Context: an optimization exercise on an open-source flow, tuned for small area. The choices shown serve that exercise and are no tape-out recipe. Only simulation tests tie the RTL to the original design; equivalence was not proved. No activity file was given, so power comes from the tool's default toggle rates.

`design/flow/run.sh`:
```
#!/bin/bash
# synth_recipe.tcl (not shown) runs the flow's synth.tcl, then flattens the netlist and writes it again
# the make line also repeats each setting of config.mk as NAME=value (left out here)
make -C /OpenROAD-flow-scripts/flow DESIGN_CONFIG=/design/flow/config.mk WORK_HOME=/design/flow/orfs CLKGATE_MAP_FILE= SYNTH_SCRIPT=/design/flow/synth_recipe.tcl finish
```
`design/flow/design.v`:
```
module data_cache_wb #(
    parameter int NUM_LINES   = 16,
    parameter int MEM_LATENCY = 4
) (
    input  logic         clk_i,
    input  logic         rst_n_i,
    input  logic [31:0]  addr_i,
    input  logic         memread_i,
    input  logic         memwrite_i,
    input  logic [31:0]  write_data_i,
    input  logic [3:0]   byte_en_i,
    output logic [31:0]  read_data_o,
    output logic         clk_stall_o,
    output logic [8:0]   mem_block_addr_o,
    output logic         mem_readmem_o,
    output logic         mem_writemem_o,
    output logic [255:0] mem_data_write_o,
    input  logic [255:0] mem_data_read_i
);
    localparam logic [2:0] IDLE = 3'd0, EVICT = 3'd1, F0 = 3'd4, F1 = 3'd5, F2 = 3'd6, F3 = 3'd7;
    logic [2:0]   state_q, state_d;
    logic [15:0]  valid_q, dirty_q;
    logic [4:0]   tag_q  [16];
    logic [255:0] data_q [16];
    logic [3:0]   idx;
    logic [4:0]   tag, line_tag;
    logic [2:0]   word;
    logic         idle, fill, install, req, hit, wr_hit, line_valid, line_dirty;
    logic [15:0]  sel;
    logic [7:0]   wsel, wr_word;
    logic [255:0] line, wdata;
    logic [31:0]  merged;
    logic         unused;
    assign idx     = addr_i[8:5];
    assign tag     = addr_i[13:9];
    assign word    = addr_i[4:2];
    assign unused  = ^{addr_i[31:14], addr_i[1:0], NUM_LINES, MEM_LATENCY};
    assign req     = memread_i | memwrite_i;
    assign idle    = (state_q == IDLE);
    assign fill    = state_q[2];
    assign install = (state_q == F3);
    always_comb begin
        for (int l = 0; l < 16; l++) sel[l] = (idx == 4'(l));
        for (int w = 0; w < 8; w++) wsel[w] = (word == 3'(w));
    end
    for (genvar i = 0; i < 256; i++) begin : g_rd
        logic [15:0] col;
        for (genvar l = 0; l < 16; l++) begin : g_l
            assign col[l] = data_q[l][i];
        end
        dcache_mux16 u_mux (.sel_i(sel), .d_i(col), .q_o(line[i]));
    end
    for (genvar i = 0; i < 5; i++) begin : g_tag
        logic [15:0] col;
        for (genvar l = 0; l < 16; l++) begin : g_l
            assign col[l] = tag_q[l][i];
        end
        dcache_mux16 u_mux (.sel_i(sel), .d_i(col), .q_o(line_tag[i]));
    end
    dcache_mux16 u_valid (.sel_i(sel), .d_i(valid_q), .q_o(line_valid));
    dcache_mux16 u_dirty (.sel_i(sel), .d_i(dirty_q), .q_o(line_dirty));
    for (genvar j = 0; j < 32; j++) begin : g_word
        logic [7:0] col;
        for (genvar w = 0; w < 8; w++) begin : g_w
            assign col[w] = line[32*w+j];
        end
        dcache_mux8 u_mux (.sel_i(wsel), .d_i(col), .q_o(read_data_o[j]));
    end
    assign hit    = line_valid & (line_tag == tag);
    assign wr_hit = idle & memwrite_i & hit;
    always_comb begin
        case (state_q)
            IDLE:    state_d = (req && !hit) ? ((line_valid && line_dirty) ? EVICT : F0) : IDLE;
            EVICT:   state_d = F0;
            F0:      state_d = F1;
            F1:      state_d = F2;
            F2:      state_d = F3;
            F3:      state_d = IDLE;
            default: state_d = IDLE;
        endcase
    end
    assign clk_stall_o      = rst_n_i & (idle ? (req & ~hit) : 1'b1);
    assign mem_readmem_o    = rst_n_i & fill;
    assign mem_writemem_o   = rst_n_i & (state_q == EVICT);
    assign mem_block_addr_o = {fill ? tag : line_tag, idx};
    assign mem_data_write_o = line;
    always_comb
        for (int b = 0; b < 4; b++)
            merged[8*b +: 8] = byte_en_i[b] ? write_data_i[8*b +: 8] : read_data_o[8*b +: 8];
    always_comb
        for (int w = 0; w < 8; w++) begin
            wdata[32*w +: 32] = install ? mem_data_read_i[32*w +: 32] : merged;
            wr_word[w]        = install | (wr_hit & wsel[w]);
        end
    always_ff @(posedge clk_i) begin
        if (!rst_n_i) begin
            state_q <= IDLE;
            valid_q <= '0;
            dirty_q <= '0;
        end else begin
            state_q <= state_d;
            if (install) begin
                valid_q[idx] <= 1'b1;
                dirty_q[idx] <= 1'b0;
            end
            if (wr_hit) dirty_q[idx] <= 1'b1;
        end
    end
    always_ff @(posedge clk_i) begin
        for (int l = 0; l < 16; l++) begin
            if (install && sel[l]) tag_q[l] <= tag;
            for (int w = 0; w < 8; w++)
                if (wr_word[w] && sel[l]) data_q[l][32*w +: 32] <= wdata[32*w +: 32];
        end
    end
endmodule
module dcache_aoi222 (
    input  logic a1_i, a2_i, b1_i, b2_i, c1_i, c2_i,
    output logic y_o
);
    assign y_o = ~((a1_i & a2_i) | (b1_i & b2_i) | (c1_i & c2_i));
endmodule
module dcache_mux16 (
    input  logic [15:0] sel_i,
    input  logic [15:0] d_i,
    output logic        q_o
);
    logic [4:0] n;
    for (genvar g = 0; g < 5; g++) begin : g_aoi
        dcache_aoi222 u_aoi (.a1_i(sel_i[3*g]),   .a2_i(d_i[3*g]),
                             .b1_i(sel_i[3*g+1]), .b2_i(d_i[3*g+1]),
                             .c1_i(sel_i[3*g+2]), .c2_i(d_i[3*g+2]), .y_o(n[g]));
    end
    assign q_o = ~(&n) | (sel_i[15] & d_i[15]);
endmodule
module dcache_mux8 (
    input  logic [7:0] sel_i,
    input  logic [7:0] d_i,
    output logic       q_o
);
    logic [2:0] n;
    dcache_aoi222 u_aoi0 (.a1_i(sel_i[0]), .a2_i(d_i[0]), .b1_i(sel_i[1]), .b2_i(d_i[1]),
                          .c1_i(sel_i[2]), .c2_i(d_i[2]), .y_o(n[0]));
    dcache_aoi222 u_aoi1 (.a1_i(sel_i[3]), .a2_i(d_i[3]), .b1_i(sel_i[4]), .b2_i(d_i[4]),
                          .c1_i(sel_i[5]), .c2_i(d_i[5]), .y_o(n[1]));
    assign n[2] = ~((sel_i[6] & d_i[6]) | (sel_i[7] & d_i[7]));
    assign q_o  = ~(&n);
endmodule
```
`design/flow/constraint.sdc`:
```
create_clock -name core_clock -period 10.0 [get_ports {clk_i}]
set_input_delay 2.0000 -clock core_clock [delete_from_list [all_inputs] [get_ports {clk_i}]]
set_output_delay 2.0000 -clock core_clock [all_outputs]
set_load 0.01 [all_outputs]
```
`design/flow/config.mk`:
```
export PLATFORM = sky130hd
export DESIGN_NAME = data_cache_wb
export DESIGN_NICKNAME = data_cache_wb
export VERILOG_FILES = /design/flow/design.v
export SDC_FILE = /design/flow/constraint.sdc
export NUM_CORES = 4
export LEC_CHECK = 0
export CAP_MARGIN = 20
export CORE_MARGIN = 2
export CORE_UTILIZATION = 60
export CTS_BUF_LIST = sky130_fd_sc_hd__clkbuf_16
export CTS_CLUSTER_DIAMETER = 60
export CTS_CLUSTER_SIZE = 30
export SETUP_SLACK_MARGIN = 0.2
export SLEW_MARGIN = 20
export SYNTH_HIERARCHICAL = 1
```
==> key figures, run 1 <==
Run status
  – Outcome: no timing/DRC/antenna violations

GRT
  – Initial antenna violation count: 55
  – Overall Global Routing Usage: 0.4196
  – Maximum number of pins on one net before global-route repair: 85
  – Number of global-route vias before repair: 83570
  – Total congestion overflow after global routing: 0
  – Wire length of the first global-routing pass: 710100 µm

STA
  – Final setup violation count: 0
  – Final number of max-transition violations: 0
  – Hold violation count in the final report: 0
  – Post-layout min period: 9822 ps
  – Post-route clock period utilization: 0.9822
  – Setup clock skew after layout: 36.09 ps
  – Fmax: 0.1018 GHz
  – Post-route setup TNS: 0 ps
  – Worst slew pin tran: 1308 ps
  – Relative slew margins: 0.1263
  – RSZ-0062 raised after global routing: no

Critical path
  – R2R cell count: 9
  – CP endpoint: read_data_o[31]
  – Critical path class: primary input to output port
  – Critical register-to-register path endpoint: data_q[5][55]
  – Cells along the critical path: clkdlybuf4s50_1 -> inv_1 -> ha_1 -> nand2_2 -> clkinvlp_4 -> buf_12 -> buf_12 -> buf_4 -> a222oi_1 -> and3_1 -> nand4_1 -> a222oi_1 -> buf_4 -> nand3_1 -> clkdlybuf4s50_1
  – Signal arrival time at the worst endpoint: 7820 ps
  – Launching instance or port of the critical path: addr_i[6]
  – Launching point of the worst reg2reg path: data_q[0][247]
  – Kind of launch point of the worst setup path: primary input
  – Register-to-register path setup slack: 5360 ps
  – Data required, critical path: 8000 ps
  – Crit path capture type: output port
  – Critical Path Fanout Max: 27
  – Slowest stage delay, CP: 830 ps
  – Slowest cell on crit path: a222oi_1

Yosys
  – Post-synthesis average cell area: 20.78 µm²
  – Synth Flop Type: edfxtp_1
  – Yosys warning count: 9
  – Proportion of synthesized flip-flops having asynchronous set or reset: 0
  – Post-synthesis sequential element count: 4211
  – Synth Area in Adders: 0.0003360
  – Mapped Area: 0.1490 mm²
  – Mapped Nets: 7502
  – EDFF count, synth: 4176
  – Mux contribution to synthesized area: 0.002528
  – Share of the synthesized netlist area taken by xor and xnor gates: 0.0005291
  – Dominant combinational cell family by area after synthesis: compound AO/OA/AOI/OAI gates
  – Area fraction in compound gates after synthesis: 0.1104
  – Fraction of the yosys area taken by sequential cells: 0.8465
  – Post-Synthesis Cells: 7170
  – Synth Area in Simple Gates: 0.03731
  – Synth cell types: 48

Drt
  – Vias per Instance: 7.664
  – Total vias in the final route: 91900
  – Post-detailed-route count of antenna-violating nets: 0
  – Number of remaining DRC errors: 0
  – Final wirelength: 536600 µm
  – Wire length per cell: 44.75 µm
  – Number of search-and-repair iterations in the first detailed-routing pass: 10
  – Number of violations reported at the end of detailed-routing iteration 0: 22370

Layout
  – Most common cell after layout, fill and taps aside: edfxtp_1
  – Area Overhead vs Synth: 16.49%
  – Post-layout utilization of the core: 0.7043
  – Final design instance area without fill: 0.1735 mm²
  – Nets@finish: 8778
  – Multi-input logic area: 0.02399 mm²
  – # fillers: 15600
  – Ratio of cells with drive above 1 in the final layout: 0.1308
  – Sequential cell area: 0.1261 mm²
  – Commonest non-fill, non-tap cells in the layout: 4176 x edfxtp_1, 1379 x a222oi_1, 607 x clkdlybuf4s50_1

Floorplanning
  – Die height: 502.3 µm
  – Width of the die: 502.3 µm
  – DIE AREA: 0.2523 mm²
  – Initial Util: 0.6046
  – Standard-cell row count: 182
  – Number of I/O pins: 628
  – Floorplan Core Area: 0.2464 mm²

Place
  – Port Buf Inserts: 607
  – RD Place Congestion: 0.8775
  – Post-placement cell area: 0.1654 mm²
  – Post-detailed-placement half-perimeter wirelength: 326400 µm

Worst hold path
  – Worst hold path type: register to register

CTS
  – Clock root cell: clkbuf_16
  – Clock sink count: 4211
  – Clock Tree Buf Depth: 3
  – Total CTS buffers: 213
  – CTS tree: yes
  – H-Tree Depth: 4
  – Hold buffers post-CTS: 0
  – Latest clock arrival within the worst-skew pair: 910 ps
  – Reg clk slew, reported paths: 100 ps

Pwr
  – Pwr Total: 33.72 mW
  – PD cells: 194.3 mW/mm²
  – Peak VDD IR: 214.0 µV
  – Total leakage power: 53.92 nW

Flow run
  – Max Cap Violations: 0
[critical path, delay by kind of cell]
family | cells | cell delay (ps)
AO/OA/AOI/OAI | 2 | 1070
AND/OR/NAND/NOR | 4 | 1230
adder cells (fa/ha/maj) | 1 | 360
buffers and inverters | 8 | 3090
[logic make-up (layout without fill, tap and decap cells)]
kind of cell / count (synthesis) / after routing
fa+ha+maj: 4 / 4
compound gates: 1739 / 1739
other cells: 0 / 56
xor+xnor: 9 / 9
flops: 4211 / 4211
simple gates: 1080 / 1080
mux: 37 / 37
buf+inv: 90 / 1543
[Yosys stat by module, one instance, submodules excluded]
module	cells	area, µm²	flops+latches	times used
data_cache_wb	4938	130500	4211	1
dcache_mux8	2	12.51	0	32
dcache_mux16	3	16.27	0	263
dcache_aoi222	1	10.01	0	1379
[synth_stat cells (7+ instances only)]
cell type  number  area, µm²
a222oi_1     1379      13800
buf_2           8      40.04
inv_1          20      75.07
nor3_1          7      35.03
dfxtp_1        35      700.7
and3_1        271       1695
o21a_1         15      112.6
xor2_1          8      70.07
a21oi_1        22      110.1
edfxtp_1     4176     125400
nor2_1        172      645.6
a21o_1        256       1922
a22oi_1        32      240.2
a31oi_1         8      50.05
nand3_1        38      190.2
nand2_1       300       1126
nand4_1       267       1670
mux2i_1        32      320.3
clkbuf_1       52      195.2
[worst min path at each step]
stage                     start     endpoint  slack (ps)  cells after the start
detailed placement     register     register         450                      2
finish                 register     register         470                      2
global route           register     register         490                      2
global placement    valid_q[12]  valid_q[12]         450                      1
floorplan              register     register         430                      2
CTS                    register     register         470                      2
[cell type report]
| cell class | instances | area share |
|---|---|---|
| Antenna cell | 56 | 0.0008075 |
| Clock buffer | 217 | 0.03129 |
| Clock inverter | 175 | 0.01332 |
| Inverter | 20 | 0.0007787 |
| Multi-Input combinational cell | 2869 | 0.1382 |
| Sequential cell | 4211 | 0.7266 |
| Tap cell | 3312 | 0.02388 |
| Timing Repair Buffer | 1131 | 0.06506 |
[through the flow]
step / setup slack [ps] / hold slack, ps / cells
global placement: 392.8 / 445.7 / 11530
CTS: 308.4 / 470.8 / 11920
floorplan: 456.1 / 434.7 / 7170
finish: 178.4 / 469.8 / 11990
global route: 274.2 / 485.4 / 11940
detailed placement: 345.5 / 454.6 / 11530
[repair_timing]
item,in CTS,in global routing
hold endpoints to repair,0,0
resized for setup,0,3
buffers inserted,0,4
endpoints found under the setup margin,0,4
[state kept, by name (all words and copies together), names as in the netlist, named ones only]
register,count
valid_q,16
state_q,3
dirty_q,1
tag_q,80
data_q,4096
[report_power, final]
part | total (mW) | internal, mW | switching (mW)
Sequential | 19.9 | 19.9 | 0.00643
Combinational | 3.11 | 0.839 | 2.27
Clock | 10.7 | 4.48 | 6.24
[metal layers]
| layer | GRT usage | up-vias | wire (µm) |
|---|---|---|---|
| met3 | 0.1464 | 1040 | 89440 |
| li1 | - | 35560 | - |
| met4 | 0.2469 | 34 | 34660 |
| met5 | 0 | - | 207 |
| met1 | 0.5719 | 46890 | 180100 |
| met2 | 0.5896 | 8383 | 232300 |
==> run 2, diff against run 1 <==
==> design/flow/flow/run.sh (new file) <==
#!/bin/bash
# The standard layout, with two changes: the port buffers are the smallest buffer
# (buf_1) instead of the default pick, and clock tree synthesis clusters 30 sinks per
# clkbuf_16 and inserts no dummy loads. Everything else is the standard.sh.
set -euo pipefail
bash standard.sh \
  "BUFFER_PORTS_ARGS=-buffer_cell sky130_fd_sc_hd__buf_1" \
  "CTS_ARGS=-sink_clustering_enable -repair_clock_nets -buf_list sky130_fd_sc_hd__clkbuf_16 -sink_clustering_size 30 -sink_clustering_max_diameter 60 -dont_use_dummy_load" \
  finish > standard_flow.log 2>&1
==> design/flow/standard.sh (new file) <==
#!/bin/bash
# synth_recipe.tcl (not shown) runs the flow's synth.tcl, then flattens the netlist and writes it again
# the make line also repeats each setting of config.mk as NAME=value (left out here)
make -C /OpenROAD-flow-scripts/flow DESIGN_CONFIG=/design/flow/config.mk WORK_HOME=/design/flow/orfs CLKGATE_MAP_FILE= SYNTH_SCRIPT=/design/flow/synth_recipe.tcl "${@:-finish}"
--- a/design/flow/config.mk
+++ b/design/flow/config.mk
@@ -8,9 +8,5 @@
 export CAP_MARGIN = 20
 export CORE_MARGIN = 2
 export CORE_UTILIZATION = 60
-export CTS_BUF_LIST = sky130_fd_sc_hd__clkbuf_16
-export CTS_CLUSTER_DIAMETER = 60
-export CTS_CLUSTER_SIZE = 30
-export SETUP_SLACK_MARGIN = 0.2
 export SLEW_MARGIN = 20
 export SYNTH_HIERARCHICAL = 1
removed: design/flow/run.sh
==> key figures, run 2 <==
Yosys
  – Fraction of the yosys area taken by sequential cells: 0.8465
  – Yosys warning count: 9
  – Top post-synthesis cells by area: edfxtp_1 84%, a222oi_1 9.3%, a21o_1 1.3%
  – Most common cell in the synthesized netlist: edfxtp_1
  – Synth Area in Simple Gates: 0.03731
  – Synth Flop Type: edfxtp_1
  – EDFF count, synth: 4176
  – Synth Area in Adders: 0.0003360
  – Mux contribution to synthesized area: 0.002528
  – Mapped Nets: 7502
  – Area fraction in compound gates after synthesis: 0.1104
  – Proportion of synthesized flip-flops having asynchronous set or reset: 0
  – Synth cell types: 48
  – Post-synthesis average cell area: 20.78 µm²
  – Share of the synthesized netlist area taken by xor and xnor gates: 0.0005291
  – Post-Synthesis Cells: 7170
  – Dominant combinational cell family by area after synthesis: compound AO/OA/AOI/OAI gates
  – Most frequent cells after synthesis: 4176 x edfxtp_1, 1379 x a222oi_1, 300 x nand2_1
  – Mapped Area: 0.1490 mm²
  – Post-synthesis sequential element count: 4211
  – Largest area contributor in the synthesized netlist: edfxtp_1
  – Share of the synthesized area in the top cell type: 0.8418

Critical path
  – Kind of launch point of the worst setup path: primary input
  – Crit path capture type: output port
  – Data required, critical path: 8000 ps
  – Launching point of the worst reg2reg path: data_q[12][229]
  – R2R cell count: 9
  – Critical Path Fanout Max: 23
  – Register-to-register path setup slack: 5070 ps
  – Critical path class: primary input to output port
  – Signal arrival time at the worst endpoint: 6780 ps
  – Critical register-to-register path endpoint: data_q[13][37]

STA
  – Relative slew margins: 0.1825
  – Final number of max-transition violations: 0
  – Worst setup margin: 1215 ps
  – Worst slew pin tran: 1223 ps
  – Post-route clock period utilization: 0.8785
  – Post-layout min period: 8785 ps
  – Setup clock skew after layout: 87.04 ps
  – Hold violation count in the final report: 0
  – Fmax: 0.1138 GHz
  – Post-route setup TNS: 0 ps
  – Final setup violation count: 0
  – RSZ-0062 raised after global routing: no

CTS
  – Hold buffers post-CTS: 0
  – H-Tree Depth: 4
  – Post-CTS setup-driven buffer insertion count: 0
  – Clock sink count: 4211
  – CTS tree: yes
  – Total CTS buffers: 208
  – Reg clk slew, reported paths: 110 ps
  – Clock root cell: clkbuf_16
  – Latest clock arrival within the worst-skew pair: 930 ps
  – Clock Tree Buf Depth: 3
  – Count of cells resized by post-cts repair: 0

Layout
  – Area Overhead vs Synth: 11.63%
  – Final design instance area without fill: 0.1663 mm²
  – Most flop-heavy register: data_q
  – Most common cell after layout, fill and taps aside: edfxtp_1
  – Nets@finish: 8718
  – Ratio of cells with drive above 1 in the final layout: 0.1071
  – Commonest non-fill, non-tap cells in the layout: 4176 x edfxtp_1, 1379 x a222oi_1, 605 x buf_1
  – Largest registers: data_q: 4096 flops, tag_q: 80 flops, valid_q: 16 flops
  – Max reg flops: 4096
  – Post-layout utilization of the core: 0.6749
  – # fillers: 16460

Drt
  – Total length of routed met3 wires: 84360 µm
  – Vias per Instance: 7.655
  – Wire length on met1: 174500 µm
  – Final wirelength: 521000 µm
  – Post-detailed-route count of antenna-violating nets: 0
  – Wire length per cell: 44.26 µm
  – Number of search-and-repair iterations in the first detailed-routing pass: 14
  – Number of remaining DRC errors: 0
  – Met2 wirelength from detailed routing: 230500 µm
  – Total vias in the final route: 90110
  – Number of violations reported at the end of detailed-routing iteration 0: 20990
  – Highest routed layer: met5

Pwr
  – Peak VDD IR: 190.8 µV
  – PD cells: 189.3 mW/mm²
  – Pwr Total: 31.48 mW
  – Total leakage power: 50.71 nW

Worst hold path
  – Worst hold path type: register to register
  – Instance count along the most critical hold path: 2

Floorplanning
  – Die height: 502.3 µm
  – DIE AREA: 0.2523 mm²
  – Floorplan Core Area: 0.2464 mm²
  – Initial Util: 0.6046
  – Number of I/O pins: 628
  – Standard-cell row count: 182
  – Width of the die: 502.3 µm

GRT
  – Initial antenna violation count: 58
  – Total congestion overflow after global routing: 0
  – Number of global-route vias before repair: 82380
  – Maximum number of pins on one net before global-route repair: 109
  – Wire length of the first global-routing pass: 691600 µm
  – Overall Global Routing Usage: 0.4070

Run status
  – Outcome: no timing/DRC/antenna violations

Place
  – Post-placement cell area: 0.1608 mm²
  – Port Buf Inserts: 607
  – Place WS: 1352 ps
  – Post-detailed-placement half-perimeter wirelength: 316200 µm
  – RD Place Congestion: 0.8725

Flow run
  – Max Cap Violations: 0
run 2: changes by cell type in the layout (fill, tap and decap cells not counted), moves of 9 or more:
| cell | before | now |
|---|---|---|
| clkdlybuf4s50_1 | 607 | 0 |
| buf_4 | 423 | 410 |
| buf_12 | 91 | 54 |
| inv_8 | 26 | 1 |
| buf_1 | 0 | 605 |
| clkinv_4 | 12 | 0 |
| clkbuf_16 | 217 | 208 |
| clkinvlp_4 | 27 | 15 |
| diode_2 | 56 | 75 |
| clkinv_8 | 45 | 0 |
| inv_16 | 11 | 0 |
| inv_6 | 28 | 0 |
| inv_12 | 21 | 0 |
run 2: worst max path at each step:
stage | from | to | slack [ps] | cells after the start
3_3_place_gp | addr_i[6] | read_data_o[23] | 1410 | 14
2_1_floorplan | addr_i[5] | data_q[0][160] | 60 | 12
6_report | addr_i[5] | read_data_o[5] | 1220 | 13
4_1_cts | addr_i[6] | read_data_o[23] | 1360 | 14
5_1_grt | addr_i[6] | read_data_o[23] | 1230 | 14
3_5_place_dp | addr_i[6] | read_data_o[23] | 1350 | 14
run 2: report_power, final:
group | leakage [nW] | total, mW | internal (mW) | switching (mW)
combinational | 10.2 | 2.75 | 0.542 | 2.21
clock | 2.56 | 8.83 | 3.69 | 5.14
sequential | 38.0 | 19.9 | 19.9 | 0.00634
total | 50.7 | 31.5 | 24.1 | 7.36
run 2: cell type report:
| type | count | area, µm² | share of cell area |
|---|---|---|---|
| Inverter | 20 | 138.9 | 0.0008352 |
| Clock buffer | 208 | 5205 | 0.03130 |
| Multi-Input combinational cell | 2869 | 23980 | 0.1442 |
| Antenna cell | 75 | 187.7 | 0.001129 |
| Sequential cell | 4211 | 126100 | 0.7583 |
| Timing Repair Buffer | 1076 | 6543 | 0.03934 |
| Tap cell | 3312 | 4144 | 0.02492 |
run 2: kinds of logic after synthesis:
group           Yosys count
fa+ha+maj                 4
flops                  4211
simple gates           1080
compound gates         1739
xor+xnor                  9
mux                      37
buf+inv                  90
run 2: metal layers:
layer / GRT usage / vias to the layer above
li1: - / 35200
met1: 0.5482 / 46060
met2: 0.5909 / 7877
met3: 0.1391 / 944
met4: 0.2175 / 24
met5: 0 / -
run 2: through the flow:
step / std cells / hold WS [ps]
floorplan: 7170 / 434.7
global placement: 11480 / 446.4
detailed placement: 11480 / 447.7
CTS: 11690 / 463.9
global route: 11720 / 495.2
finish: 11770 / 464.5
run 2: modules after synthesis, one instance, submodules excluded:
module / flops+latches / cells / area, µm² / copies in the design
dcache_mux16: 0 / 3 / 16.27 / 263
dcache_aoi222: 0 / 1 / 10.01 / 1379
dcache_mux8: 0 / 2 / 12.51 / 32
data_cache_wb: 4211 / 4938 / 130500 / 1
run 2: critical path, stage by stage:
cell	delay (ps)
buf_1	280
inv_1	120
ha_1	390
nand2_2	170
clkinvlp_4	540
buf_4	560
a222oi_1	440
and3_1	220
nand4_1	530
a222oi_1	550
buf_4	220
nand3_1	420
buf_1	270
==> run 3, diff against run 2 <==
--- a/design/flow/design.v
+++ b/design/flow/design.v
@@ -21,7 +21,7 @@
     logic [2:0]   state_q, state_d;
     logic [15:0]  valid_q, dirty_q;
     logic [4:0]   tag_q  [16];
-    logic [255:0] data_q [16];
+    logic [255:0] datan_q [16];
     logic [3:0]   idx;
     logic [4:0]   tag, line_tag;
     logic [2:0]   word;
@@ -46,9 +46,9 @@
     for (genvar i = 0; i < 256; i++) begin : g_rd
         logic [15:0] col;
         for (genvar l = 0; l < 16; l++) begin : g_l
-            assign col[l] = data_q[l][i];
+            assign col[l] = datan_q[l][i];
         end
-        dcache_mux16 u_mux (.sel_i(sel), .d_i(col), .q_o(line[i]));
+        dcache_mux16n u_mux (.sel_i(sel), .dn_i(col), .q_o(line[i]));
     end
     for (genvar i = 0; i < 5; i++) begin : g_tag
         logic [15:0] col;
@@ -110,7 +110,7 @@
         for (int l = 0; l < 16; l++) begin
             if (install && sel[l]) tag_q[l] <= tag;
             for (int w = 0; w < 8; w++)
-                if (wr_word[w] && sel[l]) data_q[l][32*w +: 32] <= wdata[32*w +: 32];
+                if (wr_word[w] && sel[l]) datan_q[l][32*w +: 32] <= ~wdata[32*w +: 32];
         end
     end
 endmodule
@@ -133,6 +133,35 @@
     end
     assign q_o = ~(&n) | (sel_i[15] & d_i[15]);
 endmodule
+module dcache_mux16n (
+    input  logic [15:0] sel_i,
+    input  logic [15:0] dn_i,
+    output logic        q_o
+);
+    logic [5:0] n;
+    logic [1:0] p;
+    for (genvar g = 0; g < 5; g++) begin : g_aoi
+        dcache_aoi222 u_aoi (.a1_i(sel_i[3*g]),   .a2_i(dn_i[3*g]),
+                             .b1_i(sel_i[3*g+1]), .b2_i(dn_i[3*g+1]),
+                             .c1_i(sel_i[3*g+2]), .c2_i(dn_i[3*g+2]), .y_o(n[g]));
+    end
+    dcache_nand2 u_n5 (.a_i(sel_i[15]), .b_i(dn_i[15]), .y_o(n[5]));
+    dcache_nand3 u_p0 (.a_i(n[0]), .b_i(n[1]), .c_i(n[2]), .y_o(p[0]));
+    dcache_nand3 u_p1 (.a_i(n[3]), .b_i(n[4]), .c_i(n[5]), .y_o(p[1]));
+    assign q_o = ~(p[0] | p[1]);
+endmodule
+module dcache_nand2 (
+    input  logic a_i, b_i,
+    output logic y_o
+);
+    assign y_o = ~(a_i & b_i);
+endmodule
+module dcache_nand3 (
+    input  logic a_i, b_i, c_i,
+    output logic y_o
+);
+    assign y_o = ~(a_i & b_i & c_i);
+endmodule
 module dcache_mux8 (
     input  logic [7:0] sel_i,
     input  logic [7:0] d_i,
==> key figures, run 3 <==
CTS
  – Clock Tree Buf Depth: 3
  – Clock root cell: clkbuf_16
  – Clock sink count: 4211
  – CTS tree: yes
  – Latest clock arrival within the worst-skew pair: 930 ps
  – Count of cells resized by post-cts repair: 0
  – Hold buffers post-CTS: 0
  – Post-CTS setup-driven buffer insertion count: 0
  – Total CTS buffers: 208
  – H-Tree Depth: 4
  – Reg clk slew, reported paths: 80 ps

STA
  – Final number of max-transition violations: 0
  – Post-route setup TNS: 0 ps
  – Fmax: 0.1041 GHz
  – Worst slew pin tran: 1305 ps
  – RSZ-0062 raised after global routing: no
  – Hold violation count in the final report: 0
  – Final setup violation count: 0
  – Post-route clock period utilization: 0.9603
  – Relative slew margins: 0.1266
  – Setup clock skew after layout: 89.58 ps
  – Worst setup margin: 397.3 ps
  – Post-layout min period: 9603 ps

Layout
  – Ratio of cells with drive above 1 in the final layout: 0.1111
  – Nets@finish: 9036
  – Most common cell after layout, fill and taps aside: edfxtp_1
  – Final design instance area without fill: 0.1664 mm²
  – Most flop-heavy register: datan_q
  – Max reg flops: 4096
  – Commonest non-fill, non-tap cells in the layout: 4176 x edfxtp_1, 1379 x a222oi_1, 606 x buf_1
  – Area Overhead vs Synth: 11.89%
  – Largest registers: datan_q: 4096 flops, tag_q: 80 flops
  – Non-filler cells, final: 12080

Floorplanning
  – Standard-cell row count: 182
  – Number of I/O pins: 628
  – Die height: 501.9 µm
  – Floorplan Core Area: 0.2462 mm²
  – Width of the die: 501.9 µm
  – DIE AREA: 0.2519 mm²
  – Initial Util: 0.6042

Yosys
  – Top post-synthesis cells by area: edfxtp_1 84%, a222oi_1 9.3%, nand3_1 1.9%
  – Mapped Nets: 7760
  – Share of the synthesized area in the top cell type: 0.8431
  – Synth cell types: 48
  – Largest area contributor in the synthesized netlist: edfxtp_1
  – Most common cell in the synthesized netlist: edfxtp_1
  – Fraction of the yosys area taken by sequential cells: 0.8479
  – Most frequent cells after synthesis: 4176 x edfxtp_1, 1379 x a222oi_1, 551 x nand3_1
  – Post-Synthesis Cells: 7428
  – Mapped Area: 0.1487 mm²
  – Yosys warning count: 9
  – EDFF count, synth: 4176
  – Proportion of synthesized flip-flops having asynchronous set or reset: 0
  – Post-synthesis average cell area: 20.02 µm²
  – Synth Flop Type: edfxtp_1
  – Post-synthesis sequential element count: 4211

Drt
  – Total vias in the final route: 91400
  – Post-detailed-route count of antenna-violating nets: 0
  – Vias per Instance: 7.565
  – Number of search-and-repair iterations in the first detailed-routing pass: 14
  – Number of violations reported at the end of detailed-routing iteration 0: 20510
  – Number of remaining DRC errors: 0
  – Final wirelength: 518700 µm
  – Wire length per cell: 42.94 µm

Place
  – Port Buf Inserts: 607
  – Post-detailed-placement half-perimeter wirelength: 311600 µm
  – Place WS: 738.3 ps
  – RD Place Congestion: 0.8681
  – Placed Instances: 11790
  – Post-placement cell area: 0.1607 mm²

GRT
  – Total congestion overflow after global routing: 0
  – Number of global-route vias before repair: 83920
  – Overall Global Routing Usage: 0.4057
  – Initial antenna violation count: 41
  – Wire length of the first global-routing pass: 691500 µm
  – Maximum number of pins on one net before global-route repair: 106

Critical path
  – Critical Path Fanout Max: 19
  – Kind of launch point of the worst setup path: primary input
  – Crit path buf inv count: 4
  – Crit path capture type: output port
  – Critical path class: primary input to output port
  – Slowest cell on crit path: clkinvlp_4
  – Data required, critical path: 8000 ps
  – Cells along the critical path: buf_1 -> inv_1 -> ha_1 -> nand2_2 -> clkinvlp_4 -> a222oi_1 -> and3_1 -> nand4_1 -> xor2_1 -> nor3_1 -> a21oi_1 -> o41a_1 -> buf_1
  – Family with the most delay on the worst path: simple AND/OR/NAND/NOR gates
  – Cell with the most instances on the worst path: buf_1
  – R2R cell count: 10
  – Signal arrival time at the worst endpoint: 7600 ps
  – Stages on the worst setup path: 13
  – Slowest stage delay, CP: 1000 ps

Pwr
  – Total net switching power: 7.431 mW
  – Share of total power in sequential cells: 0.630
  – Gate power share: 0.090
  – Fraction of power consumed by the clock network: 0.279
  – Cell-internal power: 24.18 mW
  – Total leakage power: 50.60 nW
  – PD cells: 189.9 mW/mm²
  – Switching share of power: 0.2351
  – Pwr Total: 31.61 mW
  – Peak VDD IR: 194.7 µV

Flow run
  – Max Cap Violations: 0

Worst hold path
  – Instance count along the most critical hold path: 2
  – Worst hold path type: register to register

Run status
  – Outcome: no timing/DRC/antenna violations
## run 3: cell count changes after synthesis, sizes merged, moves of 17 or more
cell	change
nor2	+242
nand2	+25
a21oi	-17
nand3	+512
a21o	-256
o21ai	+255
and3	-255
nand4	-254
## run 3: routing by layer
metal	vias to the layer above	global-route usage	routed length, µm
met3	1044	0.1420	82200
met4	24	0.2251	32070
li1	35820	-	-
met5	-	0	372
met1	46840	0.5484	176900
met2	7670	0.5811	227200
## run 3: area by class of cell
cell class / instances / area [µm²]
sequential: 4211 / 126100
fill: 16390 / 79750
multi-input combinational: 3122 / 23470
timing repair buffer: 1139 / 7184
clock buffer: 208 / 5205
tap: 3312 / 4144
antenna: 67 / 167.7
inverter: 22 / 142.6
## run 3: worst register-to-register path: stages, from the launching register on
cell	delay, ps
edfxtp_1	380
a222oi_1	340
and3_1	280
nand4_1	240
xnor2_1	220
and3_1	570
buf_4	480
a31oi_4	380
buf_8	300
nor2_4	870
buf_4	410
## run 3: modules after synthesis, one instance, submodules excluded
module         cells inside  area [µm²]
dcache_aoi222             1       10.01
dcache_nand2              1       3.754
dcache_nand3              1       5.005
dcache_mux8               2       12.51
dcache_mux16              3       16.27
dcache_mux16n             1       3.754
data_cache_wb          4940      129900
## run 3: cell families (layout without fill, tap and decap cells)
group                      count (synthesis)  after routing  synth area share
and+or+nand+nor                         1345           1345           0.03977
adders and majority gates                  4              4         0.0003365
xor gates and xnor gates                  10             10         0.0005889
muxes                                     37             37          0.002532
other                                      0             67                 0
AOI/OAI and AO/OA                       1726           1726            0.1061
DFF                                     4211           4211            0.8479
buffers and inverters                     95           1369          0.002818
## run 3: worst paths after layout
| kind | startpoint | end | slack (ps) |
|---|---|---|---|
| setup / recovery | addr_i[5] | clk_stall_o | 400 |
| hold / removal | dirty_q[1] | dirty_q[1] | 470 |
| setup reg to reg | tag_q[0][1] | datan_q[10][177] | 5210 |
| hold reg to reg | dirty_q[1] | dirty_q[1] | 470 |
## run 3: stage by stage
step	hold WS (ps)	utilization
after floorplan	434.7	-
final	465.6	0.6760
after detailed placement	450.1	0.6528
after global routing	476.1	0.6756
after CTS	460.6	0.6740
after global placement	442.5	0.6526
## run 3: power by group through the flow
stage               registers (mW)  clock network, mW  logic, mW
floorplan                     20.3                  0       1.05
global placement              20.3                  0       2.62
detailed placement            20.3                  0       2.70
CTS                           19.9               8.80       2.71
global route                  19.9               9.36       2.90
finish                        19.9               8.83       2.85
==> run 4, diff against run 3 <==
==> design/flow/flow/run.sh (replaced) <==
#!/bin/bash
# The standard layout (standard.sh, all steps), with these changes:
#  - the port buffers are the smallest buffer (buf_1) instead of the default pick;
#  - clock tree synthesis clusters 30 sinks per clkbuf_16 and adds no dummy loads;
#  - after global routing's repair, cells on paths with slack are downsized
#    (RECOVER_POWER), which also gives back area.
set -euo pipefail
bash standard.sh \
  "BUFFER_PORTS_ARGS=-buffer_cell sky130_fd_sc_hd__buf_1" \
  "CTS_ARGS=-sink_clustering_enable -repair_clock_nets -buf_list sky130_fd_sc_hd__clkbuf_16 -sink_clustering_size 30 -sink_clustering_max_diameter 60 -dont_use_dummy_load" \
  "RECOVER_POWER=100" \
  finish > standard_flow.log 2>&1
==> key figures, run 4 <==
Floorplanning
  – Standard-cell row count: 182
  – Floorplan Core Area: 0.2462 mm²
  – Die height: 501.9 µm
  – Initial Util: 0.6042
  – Number of I/O pins: 628
  – DIE AREA: 0.2519 mm²
  – Width of the die: 501.9 µm

STA
  – Relative slew margins: -0.5868
  – RSZ-0062 raised after global routing: no
  – Hold violation count in the final report: 0
  – Final number of max-transition violations: 1304
  – Setup clock skew after layout: 90.44 ps
  – Post-layout min period: 10080 ps
  – Fmax: 0.09925 GHz
  – Final setup violation count: 48
  – Worst setup margin: -75.21 ps
  – Post-route clock period utilization: 1.008
  – Worst slew pin tran: 2374 ps

CTS
  – Reg clk slew, reported paths: 80 ps
  – Clock Tree Buf Depth: 3
  – Total CTS buffers: 208
  – Post-CTS setup-driven buffer insertion count: 0
  – H-Tree Depth: 4
  – Hold buffers post-CTS: 0
  – Count of cells resized by post-cts repair: 0
  – Latest clock arrival within the worst-skew pair: 930 ps
  – Clock root cell: clkbuf_16
  – CTS tree: yes
  – Clock sink count: 4211

Place
  – Post-placement cell area: 0.1607 mm²
  – RD Place Congestion: 0.8681
  – Place WS: 738.3 ps
  – Post-detailed-placement half-perimeter wirelength: 311600 µm
  – Port Buf Inserts: 607

Yosys
  – Mapped Area: 0.1487 mm²
  – Mux contribution to synthesized area: 0.002532
  – Fraction of the yosys area taken by sequential cells: 0.8479
  – Post-Synthesis Cells: 7428
  – Post-synthesis sequential element count: 4211
  – Synth cell types: 48
  – Yosys warning count: 9
  – Synth Area in Adders: 0.0003365
  – Share of the synthesized netlist area taken by xor and xnor gates: 0.0005889
  – EDFF count, synth: 4176
  – Synth Flop Type: edfxtp_1
  – Area fraction in compound gates after synthesis: 0.1061
  – Share of the synthesized area in the top cell type: 0.8431
  – Top post-synthesis cells by area: edfxtp_1 84%, a222oi_1 9.3%, nand3_1 1.9%
  – Largest area contributor in the synthesized netlist: edfxtp_1
  – Post-synthesis average cell area: 20.02 µm²
  – Mapped Nets: 7760
  – Most common cell in the synthesized netlist: edfxtp_1
  – Synth Area in Simple Gates: 0.03977
  – Proportion of synthesized flip-flops having asynchronous set or reset: 0
  – Most frequent cells after synthesis: 4176 x edfxtp_1, 1379 x a222oi_1, 551 x nand3_1
  – Dominant combinational cell family by area after synthesis: compound AO/OA/AOI/OAI gates

Layout
  – Most flop-heavy register: datan_q
  – Largest registers: datan_q: 4096 flops, tag_q: 80 flops
  – Multi-input logic area: 0.02305 mm²
  – Final design instance area without fill: 0.1649 mm²
  – Commonest non-fill, non-tap cells in the layout: 4176 x edfxtp_1, 1379 x a222oi_1, 550 x nand3_1
  – Nets@finish: 9036
  – Max reg flops: 4096
  – Most common cell after layout, fill and taps aside: edfxtp_1
  – Ratio of cells with drive above 1 in the final layout: 0.07964
  – Sequential cell area: 0.1261 mm²
  – # fillers: 16740
  – Area Overhead vs Synth: 10.89%

Pwr
  – Total leakage power: 49.69 nW
  – Pwr Total: 31.52 mW
  – PD cells: 191.1 mW/mm²
  – Peak VDD IR: 192.3 µV
  – Share of total power in sequential cells: 0.633
  – Switching share of power: 0.2351
  – Fraction of power consumed by the clock network: 0.280
  – Cell-internal power: 24.11 mW
  – Total net switching power: 7.411 mW
  – Gate power share: 0.087

GRT
  – Initial antenna violation count: 49
  – Maximum number of pins on one net before global-route repair: 106
  – Total congestion overflow after global routing: 0
  – Wire length of the first global-routing pass: 691500 µm
  – Number of global-route vias before repair: 83920
  – Overall Global Routing Usage: 0.4057

Run status
  – Violated layout checks: capacitance limit, slew limit, setup timing
  – Outcome: finished with violations

Drt
  – Number of search-and-repair iterations in the first detailed-routing pass: 10
  – Vias per Instance: 7.565
  – Number of remaining DRC errors: 0
  – Post-detailed-route count of antenna-violating nets: 0
  – Wire length per cell: 42.85 µm
  – Number of violations reported at the end of detailed-routing iteration 0: 20690
  – Final wirelength: 518600 µm
  – Total vias in the final route: 91560

Critical path
  – Register-to-register path setup slack: 3880 ps
  – Data required, critical path: 10290 ps
  – Critical register-to-register path endpoint: datan_q[7][199]
  – Critical path class: primary input to register
  – Crit path capture type: register
  – Kind of launch point of the worst setup path: primary input
  – Signal arrival time at the worst endpoint: 10370 ps
  – R2R cell count: 9
  – Critical Path Fanout Max: 37
  – Launching point of the worst reg2reg path: tag_q[0][2]

Worst hold path
  – End point of the worst hold path: dirty_q[1]
  – Worst hold path type: register to register
  – Launch point of the worst hold path: dirty_q[1]
  – Instance count along the most critical hold path: 2

Flow run
  – Max Cap Violations: 92
[run 4: cell count changes in the layout (fill, tap and decap cells not counted), moves of 21 or more]
cell and delta:
o21ai_0 +90, buf_4 -303, diode_2 +21, o21ai_1 -80, nand2_2 -32, nor2_2 +39
clkbuf_2 +94, clkbuf_1 +273, nor2_4 -47, nand2_1 +36, buf_1 -57
[run 4: cells by family (layout without fill, tap and decap cells)]
logic type	count (synthesis)	count (layout)
flops	4211	4211
compound gates	1726	1726
simple gates	1345	1345
buf+inv	95	1369
mux	37	37
xor+xnor	10	10
fa+ha+maj	4	4
other cells	0	88
[run 4: cell type report]
cell class | instances | share of cell area
well taps | 3312 | 0.02513
clock buffers | 208 | 0.03156
inverters | 22 | 0.0008648
flip-flops and latches | 4211 | 0.7646
multi-input cells | 3122 | 0.1397
diodes | 88 | 0.001335
repair buffers | 1139 | 0.03681
[run 4: worst max path at each step]
stage	from	to	cells after the start
after floorplan	addr_i[5]	clk_stall_o	15
after detailed placement	addr_i[6]	datan_q[12][250]	15
final	addr_i[7]	datan_q[14][56]	15
after CTS	addr_i[5]	clk_stall_o	13
after global placement	addr_i[6]	datan_q[15][243]	15
after global routing	addr_i[7]	datan_q[6][32]	15
[run 4: power groups by stage]
stage | combinational, mW | clock (mW) | sequential [mW]
after floorplan | 1.05 | 0 | 20.3
after global routing | 2.78 | 9.36 | 20.0
after CTS | 2.71 | 8.80 | 19.9
final | 2.74 | 8.83 | 20.0
after global placement | 2.62 | 0 | 20.3
after detailed placement | 2.70 | 0 | 20.3
[run 4: per-layer routing]
layer  vias up  share of wire  global-route usage
met5         -        0.00062                   0
li1      35850              -                   -
met1     46680           0.34              0.5484
met2      7915           0.43              0.5811
met3      1090           0.16              0.1420
met4        18          0.064              0.2251
[run 4: worst max-delay path, stage by stage]
cell and delay, ps:
buf_1 60, clkbuf_1 820, nor2b_1 190, nand2_2 710, clkinvlp_4 900, buf_4 590, a222oi_1 460, nand3_1 120
nor2_1 670, a222oi_1 240, clkbuf_1 440, nand3_1 240, mux2i_1 100, nand2_1 1420, o21ai_0 1260
[run 4: Yosys stat by module (local to each module, per instance), a selection]
module	copies in the design	cells inside	flops+latches
data_cache_wb	1	4940	4211
dcache_mux16	7	3	0
dcache_mux16n	256	1	0
dcache_mux8	32	2	0
dcache_nand2	256	1	0
dcache_nand3	512	1	0
[run 4: through the flow]
stage               std cells  TNS (ps)  hold slack [ps]    util
floorplan                7428         0            434.7       -
finish                  12100     -1403            462.8  0.6700
global placement        11780         0            442.5  0.6526
detailed placement      11790         0            450.1  0.6528
CTS                     12000         0            460.6  0.6740
global route            12050         0            476.1  0.6695

==> what the ideal ports hide <==
In the flow no input, the clock included, has a driving cell. The finished layouts below were timed again as built, in two steps.
Step 1: set_driving_cell puts a clkbuf_16 on clk_i and a buf_2 on each other input, an assumption about the parent block.
Step 2 also shifts input and output timing later by t, the mid clock arrival at the registers, as if the neighbouring blocks saw the same clock.
Three values: ideal, step 1, step 2; two values: the first two.
run	t (ns)	setup slack, ns	worst hold slack (ns)	slew at the worst register clock pin (ns)	worst slew at a driven data input, ns
run 1	0.989	0.178 / 0.155 / 0.155	0.470 / 0.470 / 0.470	0.11 / 0.11	0.22
run 2	0.990	1.215 / 1.184 / 1.184	0.465 / 0.465 / 0.465	0.12 / 0.12	0.24
run 3	0.992	0.397 / 0.372 / 0.372	0.466 / 0.466 / 0.466	0.12 / 0.12	0.17
run 4	0.996	-0.075 / 0.015 / -0.981	0.463 / 0.463 / 0.463	0.12 / 0.12	0.16
The setup slack of run 4, which loses most, moves by +0.090 ns with the drivers and by -0.906 ns with both steps.
